From an optimization exercise on the open Yosys and OpenROAD flow, aimed at small area, a short achievable clock period and few clock cycles per item; shortcuts taken in it are not production practice. No functional check of the RTL was part of this run.

**design/flow/constraint.sdc**
```tcl
create_clock -name core_clock -period 13.5 [get_ports {i_clk}]
set_input_delay 2.7000 -clock core_clock [delete_from_list [all_inputs] [get_ports {i_clk}]]
set_output_delay 2.7000 -clock core_clock [all_outputs]
set_load 0.01 [all_outputs]
```
**design/flow/design.v**
```verilog
`default_nettype none
package fft_pkg;
	typedef logic signed [16-1:0] sample_t;
	typedef struct packed {
		sample_t re;
		sample_t im;
	} cpx_t;
	typedef logic [4-1:0] addr_t;
	localparam int LAT = 21;
	localparam int LAT_B = LAT - 16;
endpackage
`default_nettype wire
`default_nettype none
module fft_loader (
	input  logic             i_clk,
	input  logic             i_wr_en,
	input  logic             i_wr_par,
	input  fft_pkg::addr_t   i_wr_cnt,
	input  fft_pkg::sample_t i_in_re,
	input  fft_pkg::sample_t i_in_im,
	input  logic             i_rd_en,
	input  fft_pkg::addr_t   i_rd_addr,
	output fft_pkg::cpx_t    o_rd_q
);
	logic [2*16-1:0] bank [0:16-1];
	fft_pkg::addr_t wr_addr;
	always_comb begin
		for (int i = 0; i < 4; i++) begin
			wr_addr[i] = i_wr_par ? i_wr_cnt[4-1-i] : i_wr_cnt[i];
		end
	end
	always_ff @(posedge i_clk) begin
		if (i_wr_en) begin
			bank[wr_addr] <= {i_in_re, i_in_im};
		end
		if (i_rd_en) begin
			o_rd_q <= bank[i_rd_addr];
		end
	end
endmodule
`default_nettype wire
`default_nettype none
module fft_add #(
	parameter int W = 16
) (
	input  logic [W-1:0] i_a,
	input  logic [W-1:0] i_b,
	input  logic         i_c,
	output logic [W-1:0] o_s
);
	logic [W-1:0] h, g, p, gn, pn;
	always_comb begin
		h    = i_a ^ i_b;
		g    = i_a & i_b;
		p    = h;
		g[0] = g[0] | (h[0] & i_c);
		for (int l = 0; l < 5; l++) begin
			if ((1 << l) < W) begin
				gn = g;
				pn = p;
				for (int i = 0; i < W; i++) begin
					if (((i >> l) & 1) == 1) begin
						gn[i] = g[i] | (p[i] & g[((i >> l) << l) - 1]);
						pn[i] = p[i] & p[((i >> l) << l) - 1];
					end
				end
				g = gn;
				p = pn;
			end
		end
		o_s = h ^ {g[W-2:0], i_c};
	end
endmodule
module fft_butterfly #(
	parameter int D = 1
) (
	input  logic          i_clk,
	input  logic          i_adv,
	input  logic          i_hi,
	input  logic          i_swap,
	input  logic          i_neg_re,
	input  logic          i_neg_im,
	input  logic          i_nz_re,
	input  logic          i_nz_im,
	input  fft_pkg::cpx_t i_y,
	output fft_pkg::cpx_t o_out
);
	logic [2*16-1:0] ring [0:D-1];
	fft_pkg::cpx_t lo, sum, diff, ring_in;
	fft_pkg::sample_t q_re, q_im, p_re, m_re, p_im, m_im;
	logic z_re, z_im, cp_re, cm_re, cp_im, cm_im;
	assign lo = ring[0];
	always_comb begin
		q_re  = i_swap ? i_y.im : i_y.re;
		q_im  = i_swap ? i_y.re : i_y.im;
		z_re  = i_swap ? i_nz_im : i_nz_re;
		z_im  = i_swap ? i_nz_re : i_nz_im;
		cp_re = i_neg_re & z_re;
		cm_re = ~cp_re;
		cp_im = i_neg_im & z_im;
		cm_im = ~cp_im;
	end
	fft_add #(.W(16)) u_p_re (.i_a(lo.re), .i_b(q_re),  .i_c(cp_re), .o_s(p_re));
	fft_add #(.W(16)) u_m_re (.i_a(lo.re), .i_b(~q_re), .i_c(cm_re), .o_s(m_re));
	fft_add #(.W(16)) u_p_im (.i_a(lo.im), .i_b(q_im),  .i_c(cp_im), .o_s(p_im));
	fft_add #(.W(16)) u_m_im (.i_a(lo.im), .i_b(~q_im), .i_c(cm_im), .o_s(m_im));
	always_comb begin
		sum.re  = i_neg_re ? m_re : p_re;
		diff.re = i_neg_re ? p_re : m_re;
		sum.im  = i_neg_im ? m_im : p_im;
		diff.im = i_neg_im ? p_im : m_im;
		ring_in = i_hi ? diff : i_y;
		o_out   = i_hi ? sum : lo;
	end
	always_ff @(posedge i_clk) begin
		for (int i = 0; i < D - 1; i++) begin
			ring[i] <= ring[i+1];
		end
		ring[D-1] <= i_adv ? ring_in : ring[0];
	end
endmodule
`default_nettype wire
`default_nettype none
module fft_csa #(
	parameter int W = 24
) (
	input  logic [W-1:0] i_a,
	input  logic [W-1:0] i_b,
	input  logic [W-1:0] i_c,
	output logic [W-1:0] o_s,
	output logic [W-1:0] o_c
);
	logic [W-1:0] m;
	assign o_s = i_a ^ i_b ^ i_c;
	assign m   = (i_a & i_b) | (i_a & i_c) | (i_b & i_c);
	assign o_c = {m[W-2:0], 1'b0};
endmodule
module fft_mul181 (
	input  logic [16:0]            i_a,
	output logic [16-1:0]  o_t,
	output logic                   o_nz
);
	logic [23:0] a, r0, r1, r2, r3, r4, s1, c1, s2, c2, s3, c3, p;
	assign a  = {{7{i_a[16]}}, i_a};
	assign r0 = a << 7;
	assign r1 = a << 5;
	assign r2 = a << 4;
	assign r3 = a << 2;
	assign r4 = a;
	fft_csa u_c1 (.i_a(r0), .i_b(r1), .i_c(r2), .o_s(s1), .o_c(c1));
	fft_csa u_c2 (.i_a(s1), .i_b(c1), .i_c(r3), .o_s(s2), .o_c(c2));
	fft_csa u_c3 (.i_a(s2), .i_b(c2), .i_c(r4), .o_s(s3), .o_c(c3));
	fft_add #(.W(24)) u_add (.i_a(s3), .i_b(c3), .i_c(1'b0), .o_s(p));
	assign o_t  = p[8 +: 16];
	assign o_nz = |p[7:0];
endmodule
module fft_mulw1 (
	input  fft_pkg::cpx_t i_x,
	output fft_pkg::cpx_t o_t,
	output logic          o_nz_re,
	output logic          o_nz_im
);
	logic [23:0] u, v;
	logic [23:0] a0, a1, a2, a3, a4, a5, a6, a7;
	logic [23:0] b0, b1, b2, b3, b4, b5, b6, b7;
	logic [23:0] as1, ac1, as2, ac2, as3, ac3, as4, ac4, as5, ac5, as6, ac6, pa;
	logic [23:0] bs1, bc1, bs2, bc2, bs3, bc3, bs4, bc4, bs5, bc5, bs6, bc6, pb;
	assign u = {{8{i_x.re[16-1]}}, i_x.re};
	assign v = {{8{i_x.im[16-1]}}, i_x.im};
	assign a0 = u << 8;
	assign a1 = ~(u << 4);
	assign a2 = ~(u << 2);
	assign a3 = u;
	assign a4 = v << 6;
	assign a5 = v << 5;
	assign a6 = v << 1;
	assign a7 = 24'd2;
	assign b0 = v << 8;
	assign b1 = ~(v << 4);
	assign b2 = ~(v << 2);
	assign b3 = v;
	assign b4 = ~(u << 6);
	assign b5 = ~(u << 5);
	assign b6 = ~(u << 1);
	assign b7 = 24'd5;
	fft_csa u_a1 (.i_a(a0),  .i_b(a1),  .i_c(a2),  .o_s(as1), .o_c(ac1));
	fft_csa u_a2 (.i_a(a3),  .i_b(a4),  .i_c(a5),  .o_s(as2), .o_c(ac2));
	fft_csa u_a3 (.i_a(as1), .i_b(ac1), .i_c(as2), .o_s(as3), .o_c(ac3));
	fft_csa u_a4 (.i_a(ac2), .i_b(a6),  .i_c(a7),  .o_s(as4), .o_c(ac4));
	fft_csa u_a5 (.i_a(as3), .i_b(ac3), .i_c(as4), .o_s(as5), .o_c(ac5));
	fft_csa u_a6 (.i_a(as5), .i_b(ac5), .i_c(ac4), .o_s(as6), .o_c(ac6));
	fft_add #(.W(24)) u_pa (.i_a(as6), .i_b(ac6), .i_c(1'b0), .o_s(pa));
	fft_csa u_b1 (.i_a(b0),  .i_b(b1),  .i_c(b2),  .o_s(bs1), .o_c(bc1));
	fft_csa u_b2 (.i_a(b3),  .i_b(b4),  .i_c(b5),  .o_s(bs2), .o_c(bc2));
	fft_csa u_b3 (.i_a(bs1), .i_b(bc1), .i_c(bs2), .o_s(bs3), .o_c(bc3));
	fft_csa u_b4 (.i_a(bc2), .i_b(b6),  .i_c(b7),  .o_s(bs4), .o_c(bc4));
	fft_csa u_b5 (.i_a(bs3), .i_b(bc3), .i_c(bs4), .o_s(bs5), .o_c(bc5));
	fft_csa u_b6 (.i_a(bs5), .i_b(bc5), .i_c(bc4), .o_s(bs6), .o_c(bc6));
	fft_add #(.W(24)) u_pb (.i_a(bs6), .i_b(bc6), .i_c(1'b0), .o_s(pb));
	assign o_t.re  = pa[8 +: 16];
	assign o_t.im  = pb[8 +: 16];
	assign o_nz_re = |pa[7:0];
	assign o_nz_im = |pb[7:0];
endmodule
module fft_engine (
	input  logic           i_clk,
	input  logic           i_adv,
	input  fft_pkg::addr_t i_pos,
	input  fft_pkg::cpx_t  i_x,
	output fft_pkg::cpx_t  o_y
);
	fft_pkg::addr_t p0, p1, pm2, p2, po2, pm3, p3;
	assign p0  = i_pos - fft_pkg::addr_t'(1);
	assign p1  = i_pos - fft_pkg::addr_t'(3);
	assign pm2 = i_pos - fft_pkg::addr_t'(6);
	assign p2  = i_pos - fft_pkg::addr_t'(7);
	assign po2 = i_pos - fft_pkg::addr_t'(11);
	assign pm3 = i_pos - fft_pkg::addr_t'(12);
	assign p3  = i_pos - fft_pkg::addr_t'(13);
	fft_pkg::cpx_t s0_out, r1, s1_out, r2, r2m, s2_out, x3, r3, r3m;
	logic [16:0]   a2_d, b2_d, a2, b2, a3_d, b3_d, a3, b3;
	logic          nz2, nz3_re, nz3_im;
	fft_butterfly #(.D(1)) u_s0 (
		.i_clk (i_clk), .i_adv (i_adv),
		.i_hi (p0[0]), .i_swap (1'b0), .i_neg_re (1'b0), .i_neg_im (1'b0),
		.i_nz_re (1'b0), .i_nz_im (1'b0),
		.i_y (i_x), .o_out (s0_out)
	);
	always_ff @(posedge i_clk) begin
		if (i_adv) r1 <= s0_out;
	end
	fft_butterfly #(.D(2)) u_s1 (
		.i_clk (i_clk), .i_adv (i_adv),
		.i_hi (p1[1]), .i_swap (p1[0]), .i_neg_re (1'b0), .i_neg_im (p1[0]),
		.i_nz_re (1'b0), .i_nz_im (1'b0),
		.i_y (r1), .o_out (s1_out)
	);
	fft_add #(.W(17)) u_a2 (
		.i_a ({s1_out.re[16-1], s1_out.re}),
		.i_b ({s1_out.im[16-1], s1_out.im}), .i_c (1'b0), .o_s (a2_d));
	fft_add #(.W(17)) u_b2 (
		.i_a ({s1_out.im[16-1], s1_out.im}),
		.i_b (~{s1_out.re[16-1], s1_out.re}), .i_c (1'b1), .o_s (b2_d));
	always_ff @(posedge i_clk) begin
		if (i_adv) begin
			r2 <= s1_out;
			a2 <= a2_d;
			b2 <= b2_d;
		end
	end
	logic           use3, mul2;
	logic [16:0]    wa, wb;
	fft_pkg::cpx_t  w2_t;
	logic           w2_nz_re, w2_nz_im;
	always_comb begin
		use3 = pm3[3] & (pm3[1:0] == 2'd2);
		wa   = use3 ? a3 : a2;
		wb   = use3 ? b3 : b2;
	end
	fft_mul181 u_w2re (.i_a (wa), .o_t (w2_t.re), .o_nz (w2_nz_re));
	fft_mul181 u_w2im (.i_a (wb), .o_t (w2_t.im), .o_nz (w2_nz_im));
	assign mul2 = pm2[2] & pm2[0];
	always_ff @(posedge i_clk) begin
		if (i_adv) begin
			r2m <= mul2 ? w2_t : r2;
			nz2 <= mul2 & w2_nz_re;
		end
	end
	fft_butterfly #(.D(4)) u_s2 (
		.i_clk (i_clk), .i_adv (i_adv),
		.i_hi (p2[2]), .i_swap (p2[1]), .i_neg_re (1'b0), .i_neg_im (p2[1]),
		.i_nz_re (nz2), .i_nz_im (1'b0),
		.i_y (r2m), .o_out (s2_out)
	);
	always_comb begin
		if (po2[3] & (po2[1:0] == 2'd3)) begin
			x3.re = s2_out.im;
			x3.im = s2_out.re;
		end else begin
			x3 = s2_out;
		end
	end
	fft_add #(.W(17)) u_a3 (
		.i_a ({x3.re[16-1], x3.re}),
		.i_b ({x3.im[16-1], x3.im}), .i_c (1'b0), .o_s (a3_d));
	fft_add #(.W(17)) u_b3 (
		.i_a ({x3.im[16-1], x3.im}),
		.i_b (~{x3.re[16-1], x3.re}), .i_c (1'b1), .o_s (b3_d));
	always_ff @(posedge i_clk) begin
		if (i_adv) begin
			r3 <= x3;
			a3 <= a3_d;
			b3 <= b3_d;
		end
	end
	logic [1:0]    kk;
	fft_pkg::cpx_t w1_t;
	logic          w1_nz_re, w1_nz_im;
	fft_mulw1 u_w1 (.i_x (r3), .o_t (w1_t), .o_nz_re (w1_nz_re), .o_nz_im (w1_nz_im));
	assign kk = pm3[3] ? pm3[1:0] : 2'd0;
	always_ff @(posedge i_clk) begin
		if (i_adv) begin
			case (kk)
				2'd0: begin r3m <= r3;   nz3_re <= 1'b0;     nz3_im <= 1'b0;     end
				2'd2: begin r3m <= w2_t; nz3_re <= w2_nz_re; nz3_im <= w2_nz_im; end
				default: begin r3m <= w1_t; nz3_re <= w1_nz_re; nz3_im <= w1_nz_im; end
			endcase
		end
	end
	logic kk3;
	assign kk3 = (p3[1:0] == 2'd3);
	fft_butterfly #(.D(8)) u_s3 (
		.i_clk (i_clk), .i_adv (i_adv),
		.i_hi (p3[3]), .i_swap (p3[2]),
		.i_neg_re (p3[2] & kk3), .i_neg_im (p3[2] | kk3),
		.i_nz_re (nz3_re), .i_nz_im (nz3_im),
		.i_y (r3m), .o_out (o_y)
	);
endmodule
`default_nettype wire
`default_nettype none
module fft_unloader (
	input  logic             i_clk,
	input  logic             i_arst_n,
	input  logic             i_push,
	input  fft_pkg::cpx_t    i_data,
	input  logic             i_last,
	output logic             o_skid_full_next,
	output logic             o_out_valid,
	input  logic             i_out_ready,
	output fft_pkg::sample_t o_out_re,
	output fft_pkg::sample_t o_out_im,
	output logic             o_out_last
);
	logic          skid_v, skid_last, head_last;
	fft_pkg::cpx_t skid_d, head_d;
	logic          pop, hold;
	logic          head_v_n, skid_v_n;
	assign pop  = o_out_valid & i_out_ready;
	assign hold = o_out_valid & ~i_out_ready;
	always_comb begin
		if (hold) begin
			head_v_n = 1'b1;
			skid_v_n = skid_v | i_push;
		end else begin
			head_v_n = skid_v | i_push;
			skid_v_n = 1'b0;
		end
	end
	assign o_skid_full_next = skid_v_n;
	always_ff @(posedge i_clk or negedge i_arst_n) begin
		if (!i_arst_n) begin
			o_out_valid <= 1'b0;
			skid_v      <= 1'b0;
		end else begin
			o_out_valid <= head_v_n;
			skid_v      <= skid_v_n;
		end
	end
	always_ff @(posedge i_clk) begin
		if (hold) begin
			if (i_push) begin
				skid_d    <= i_data;
				skid_last <= i_last;
			end
		end else if (skid_v) begin
			head_d    <= skid_d;
			head_last <= skid_last;
		end else if (i_push) begin
			head_d    <= i_data;
			head_last <= i_last;
		end
	end
	assign o_out_re   = head_d.re;
	assign o_out_im   = head_d.im;
	assign o_out_last = head_last;
endmodule
`default_nettype wire
`default_nettype none
module fft_top (
	input  logic             i_clk,
	input  logic             i_arst_n,
	input  logic             i_in_valid,
	output logic             o_in_ready,
	input  fft_pkg::sample_t i_in_re,
	input  fft_pkg::sample_t i_in_im,
	output logic             o_out_valid,
	input  logic             i_out_ready,
	output fft_pkg::sample_t o_out_re,
	output fft_pkg::sample_t o_out_im,
	output logic             o_out_last
);
	localparam fft_pkg::addr_t LAST = fft_pkg::addr_t'(16 - 1);
	localparam fft_pkg::addr_t LB   = fft_pkg::addr_t'(fft_pkg::LAT_B);
	fft_pkg::addr_t wcnt;
	logic           wpar;
	logic           avail;      
	logic           in_rdy;
	fft_pkg::addr_t pos;        
	logic           rpar;
	logic           adv;        
	logic [2:0]     sc;         
	logic           cur_data;   
	logic           ft_a, ft_b, ft_c;  
	logic           skid_full_next;
	fft_pkg::addr_t ra, ra_n;   
	logic           take, wdone, boundary, data_now, rdone, start;
	logic           exit_valid, push, push_last;
	fft_pkg::addr_t ex_idx;
	fft_pkg::addr_t wcnt_n, pos_n;
	logic           wpar_n, rpar_n, avail_n, cur_data_n;
	logic           ft_a_n, ft_b_n, ft_c_n;
	logic [2:0]     sc_n;
	logic           active_n, adv_n, reading_n, in_rdy_n, empty;
	always_comb begin
		take     = i_in_valid & in_rdy;
		wdone    = take & (wcnt == LAST);
		boundary = (pos == '0);
		data_now = boundary ? avail : cur_data;
		rdone    = adv & data_now & (pos == LAST);
		start    = adv & boundary;
		wcnt_n     = wcnt + fft_pkg::addr_t'(take);
		wpar_n     = wpar ^ wdone;
		rpar_n     = rpar ^ rdone;
		avail_n    = wdone | (avail & ~rdone);
		pos_n      = pos + fft_pkg::addr_t'(adv);
		cur_data_n = start ? avail : cur_data;
		ft_a_n     = start ? avail : ft_a;
		ft_b_n     = start ? ft_a  : ft_b;
		ft_c_n     = start ? ft_b  : ft_c;
		if (boundary || pos >= LB) begin
			exit_valid = ft_b;
		end else begin
			exit_valid = ft_c;
		end
		ex_idx    = pos - LB;
		push      = adv & exit_valid;
		push_last = (ex_idx == LAST);
		empty = boundary & ~ft_a & ~ft_b;
		if (adv || empty) begin
			sc_n = '0;
		end else begin
			sc_n = sc + 3'd1;
		end
		active_n = (pos_n != '0) | avail_n | ft_a_n | ft_b_n;
		adv_n    = active_n & ~skid_full_next & (sc_n == '0);
		reading_n = (pos_n == '0) ? avail_n : cur_data_n;
		in_rdy_n  = ~avail_n | (reading_n & ((pos_n > wcnt_n) | ((pos_n == wcnt_n) & adv_n)));
		for (int i = 0; i < 4; i++) begin
			ra_n[i] = rpar_n ? pos_n[i] : pos_n[4-1-i];
		end
	end
	always_ff @(posedge i_clk or negedge i_arst_n) begin
		if (!i_arst_n) begin
			wcnt     <= '0;
			wpar     <= 1'b0;
			rpar     <= 1'b0;
			avail    <= 1'b0;
			pos      <= '0;
			cur_data <= 1'b0;
			ft_a     <= 1'b0;
			ft_b     <= 1'b0;
			ft_c     <= 1'b0;
			sc       <= '0;
			adv      <= 1'b0;
			in_rdy   <= 1'b0;
			ra       <= '0;
		end else begin
			wcnt     <= wcnt_n;
			wpar     <= wpar_n;
			rpar     <= rpar_n;
			avail    <= avail_n;
			pos      <= pos_n;
			cur_data <= cur_data_n;
			ft_a     <= ft_a_n;
			ft_b     <= ft_b_n;
			ft_c     <= ft_c_n;
			sc       <= sc_n;
			adv      <= adv_n;
			in_rdy   <= in_rdy_n;
			ra       <= ra_n;
		end
	end
	assign o_in_ready = in_rdy;
	fft_pkg::cpx_t rd_data, pipe_out;
	fft_loader u_loader (
		.i_clk    (i_clk),
		.i_wr_en  (take),
		.i_wr_par (wpar),
		.i_wr_cnt (wcnt),
		.i_in_re  (i_in_re),
		.i_in_im  (i_in_im),
		.i_rd_en  (adv),
		.i_rd_addr(ra),
		.o_rd_q   (rd_data)
	);
	fft_engine u_engine (
		.i_clk (i_clk),
		.i_adv (adv),
		.i_pos (pos),
		.i_x   (rd_data),
		.o_y   (pipe_out)
	);
	fft_unloader u_unloader (
		.i_clk            (i_clk),
		.i_arst_n         (i_arst_n),
		.i_push           (push),
		.i_data           (pipe_out),
		.i_last           (push_last),
		.o_skid_full_next (skid_full_next),
		.o_out_valid      (o_out_valid),
		.i_out_ready      (i_out_ready),
		.o_out_re         (o_out_re),
		.o_out_im         (o_out_im),
		.o_out_last       (o_out_last)
	);
endmodule
`default_nettype wire
```
**design/flow/run.sh**
```bash
#!/bin/bash
# synth_recipe.tcl (not shown) runs the flow's synth.tcl, then flattens the netlist and writes it again
# the make line also repeats each setting of config.mk as NAME=value (left out here)
make -C /OpenROAD-flow-scripts/flow DESIGN_CONFIG=/design/flow/config.mk WORK_HOME=/design/flow/orfs CLKGATE_MAP_FILE= SYNTH_SCRIPT=/design/flow/synth_recipe.tcl finish
```
**design/flow/config.mk**
```make
export PLATFORM = sky130hd
export DESIGN_NAME = fft_top
export DESIGN_NICKNAME = fft_top
export VERILOG_FILES = /design/flow/design.v
export SDC_FILE = /design/flow/constraint.sdc
export NUM_CORES = 4
export LEC_CHECK = 0
export CAP_MARGIN = 20
export CORE_MARGIN = 2
export CORE_UTILIZATION = 30
export SLEW_MARGIN = 20
```
==> summary.txt <==
==> cells by family after synthesis <==
logic type,after synthesis,synth area share
flops,1345,0.500
simple gates,1047,0.0677
xor+xnor,319,0.0390
buf+inv,713,0.0374
fa+ha+maj,828,0.180
compound gates,932,0.0824
mux,452,0.0940
==> worst max path at each step <==
stage                      from                             end  cells past startpoint
6_report       pos[0]$_DFF_PN0_       u_engine.a3[15]$_DFFE_PP_                     21
5_1_grt        pos[0]$_DFF_PN0_       u_engine.b3[16]$_DFFE_PP_                     22
3_3_place_gp   pos[0]$_DFF_PN0_       u_engine.a3[15]$_DFFE_PP_                     21
2_1_floorplan     adv$_DFF_PN0_  u_unloader.skid_d[0]$_DFFE_PP_                      5
3_5_place_dp   pos[0]$_DFF_PN0_       u_engine.a3[15]$_DFFE_PP_                     21
4_1_cts        pos[0]$_DFF_PN0_       u_engine.a3[15]$_DFFE_PP_                     21
==> registers in the layout (all words and copies together) (netlist names), 32 cells and up <==
signal and cells:
u_engine.r1 32, u_engine.r2 32, u_engine.r2m 32, u_engine.r3 32, u_engine.r3m 32, u_engine.u_s0.ring 32
u_engine.u_s1.ring 64, u_engine.u_s2.ring 128, u_engine.u_s3.ring 256, u_loader.bank 512, u_loader.o_rd_q 32, u_unloader.head_d 32
u_unloader.skid_d 32
==> metal layers <==
layer	GRT usage	wire length, um
met1	0.185	75400
met2	0.226	79200
met3	0.0289	10100
met4	0.0419	4810
met5	0	57
==> layout by cell type (no fill, tap or decap), types with 79 or more instances in the layout <==
| cell type | count |
|---|---|
| a21o_1 | 79 |
| a21oi_1 | 265 |
| clkbuf_16 | 144 |
| dfxtp_1 | 448 |
| edfxtp_1 | 871 |
| fa_1 | 337 |
| ha_1 | 482 |
| inv_1 | 506 |
| mux2_2 | 152 |
| mux2i_1 | 138 |
| mux4_2 | 161 |
| nand2_1 | 308 |
| nor2_1 | 328 |
| nor3_1 | 91 |
| o21ai_0 | 230 |
| xnor2_1 | 202 |
| xor2_1 | 113 |
==> through the flow <==
stage / utilization / hold WS [ns] / std cells / instance area (sq um)
after floorplan: - / 0.310 / 5636 / 71600
after global placement: 0.320 / 0.310 / 8726 / 76100
after detailed placement: 0.320 / 0.312 / 8726 / 76100
after CTS: 0.340 / 0.290 / 8975 / 80800
after global routing: 0.340 / 0.301 / 8977 / 80800
final: 0.340 / 0.298 / 8978 / 80800
==> cell type report <==
type / count / area [sq um]
antenna: 2 / 5.00
clock buffer: 176 / 3840
clock inverter: 73 / 786
fill: 23000 / 157000
inverter: 509 / 1910
multi-input combinational: 3578 / 33300
sequential: 1345 / 35800
tap: 3167 / 3960
timing repair buffer: 128 / 1170
==> critical path: stages (launching register included) <==
cell	delay [ns]
dfrtp_4	1.01
inv_2	0.12
ha_4	0.38
buf_4	0.66
buf_4	0.73
mux2_2	0.43
ha_1	0.36
inv_1	0.08
o211ai_1	0.21
nand2b_1	0.17
fa_1	0.55
nor2_1	0.04
a21oi_1	0.12
o21ai_0	0.11
mux2i_1	0.45
ha_1	0.36
or3_1	0.38
a211oi_1	0.45
o311ai_0	0.32
a21oi_1	0.21
nor2_1	0.08
xor2_1	0.14
==> flow_summary.yaml <==
synthesis:
  synthesis.instances: 5636
  synth_fp_nets: 6492
  avgSynthCellArea_sq_um: 12.7
  synth_warnings: 15
  ys_types: 84
  seq_area_frac_synth: 0.500
  synth_top_cell_by_area: "edfxtp_1"
  yosysMostFrequentCell: "edfxtp_1"
  syn_area_sq_mm: 0.0716
  synth-edff-count: 871
  yosysTopAreaCellShare: 0.365
  synthTopCellsByArea: "edfxtp_1 37%, dfxtp_1 13%, fa_1 9.4%"
  async_reset_ff_frac: 0.0193
  ys_ff_latch: 1345
  synth_top_flop_cell: "edfxtp_1"
  synth_common_cells: "871 x edfxtp_1, 508 x inv_1, 483 x ha_1, 448 x dfxtp_1, 339 x nor2_1"
clocking:
  cts_buffer_depth: 3
  cts_tree: "done"
  clkLatencyLatePin_ns: 0.79
  htree_levels: 4
  cts_root_buf: "clkbuf_16"
  clkTransAtPathRegs_ns: 0.06
  cts_hold_buf: 0
  cts.sinks: 1345
  cts-resized-gates: 0
  cts_made_buffers: 134
  cts_setup_buffers: 0
route:
  route.detailed.drc: 0
  postRouteAntennaNets: 0
  vias: 42900
  vias_per_cell: 4.78
  wl_per_cell_um: 18.9
  totalWireLength_um: 170000
  dr.pass1.iters: 6
  dr.first_iter.drc_count: 3105
worst_hold_path:
  hp-class: "reg -> reg"
  min-delay-start: "u_engine.u_s3.ring[4][12]$_DFF_P_"
  whs_endpoint: "u_engine.u_s3.ring[3][12]$_DFF_P_"
  worstHoldPathCells: 0
critical_path:
  cp_max_fo: 78
  timing.rr.end: "u_engine.a3[15]$_DFFE_PP_"
  path_class: "reg -> reg"
  end_kind: "register"
  cp_data_required_time_ns: 14.02
  cp_data_arrival_time_ns: 8.27
  cp-start-kind: "register"
  r2r_cells: 21
  r2r-start: "pos[0]$_DFF_PN0_"
  ff2ff_setup_slack_ns: 5.74
grt:
  grt_overflow: 0
  track_usage: 0.139
  antenna_found_initial: 21
  grt_pass1_wl_um: 260000
  grt_max_degree: 186
  grt_pass1_vias: 43700
timing:
  grt_setup_unrepaired: "no"
  setup_viol: 0
  hold_viol: 0
  skew_ns: 0.0518
  fin_tns_setup_ns: 0
  max_slew_margin: 0.278
  fin_crit_sh: 0.574
  max_slew.worst_pin.slew_ns: 1.07
  slew_violations: 0
  post-route-min-period_ns: 7.76
  max_freq_ghz: 0.129
  layout_setup_ws_ns: 5.74
cells_and_area:
  area_delta_synth_final_pct: 12.8
  nets: 6552
  drive_gt1_frac: 0.114
placement:
  dp_worst_setup_slack_ns: 5.72
  port_buffers: 70
  routabilityCongestion: 0.887
  dpl.hpwl_um: 118000
floorplanning:
  io-pin-count: 71
  start_util: 0.301
  core_sq_mm: 0.238
  die_y_um: 493
  die_w_um: 493
  die-area_sq_mm: 0.243
  num_rows: 179
run_status:
  status: "timing/DRC/antenna clean"
run:
  max_cap_viol_count: 0

[separate check: timing with driven ports]
The results above use ideal ports. As a check the final layout listed here was re-extracted and re-timed, cells and wires unchanged. Step 1 (the two cells are an assumption about what drives the block):
set clk [get_ports {i_clk}]
set_driving_cell -lib_cell sky130_fd_sc_hd__clkbuf_16 $clk
set_driving_cell -lib_cell sky130_fd_sc_hd__buf_2 [delete_from_list [all_inputs] $clk]
Step 2 times the ports against the registers' clock, not the clock port: input delays grow and output delays shrink by t, the midpoint of the rising clock arrivals with the driver on. Three values: no drivers, after step 1, after step 2; two values: the first two.
t, ns: 0.845
setup slack, ns: 5.745 / 5.745 / 5.745
cell pins on the clock port's net: 1
After both steps setup and hold are still met in this run. The setup slack of this run moves by 0.000 ns with the drivers and by 0.000 ns with both steps.
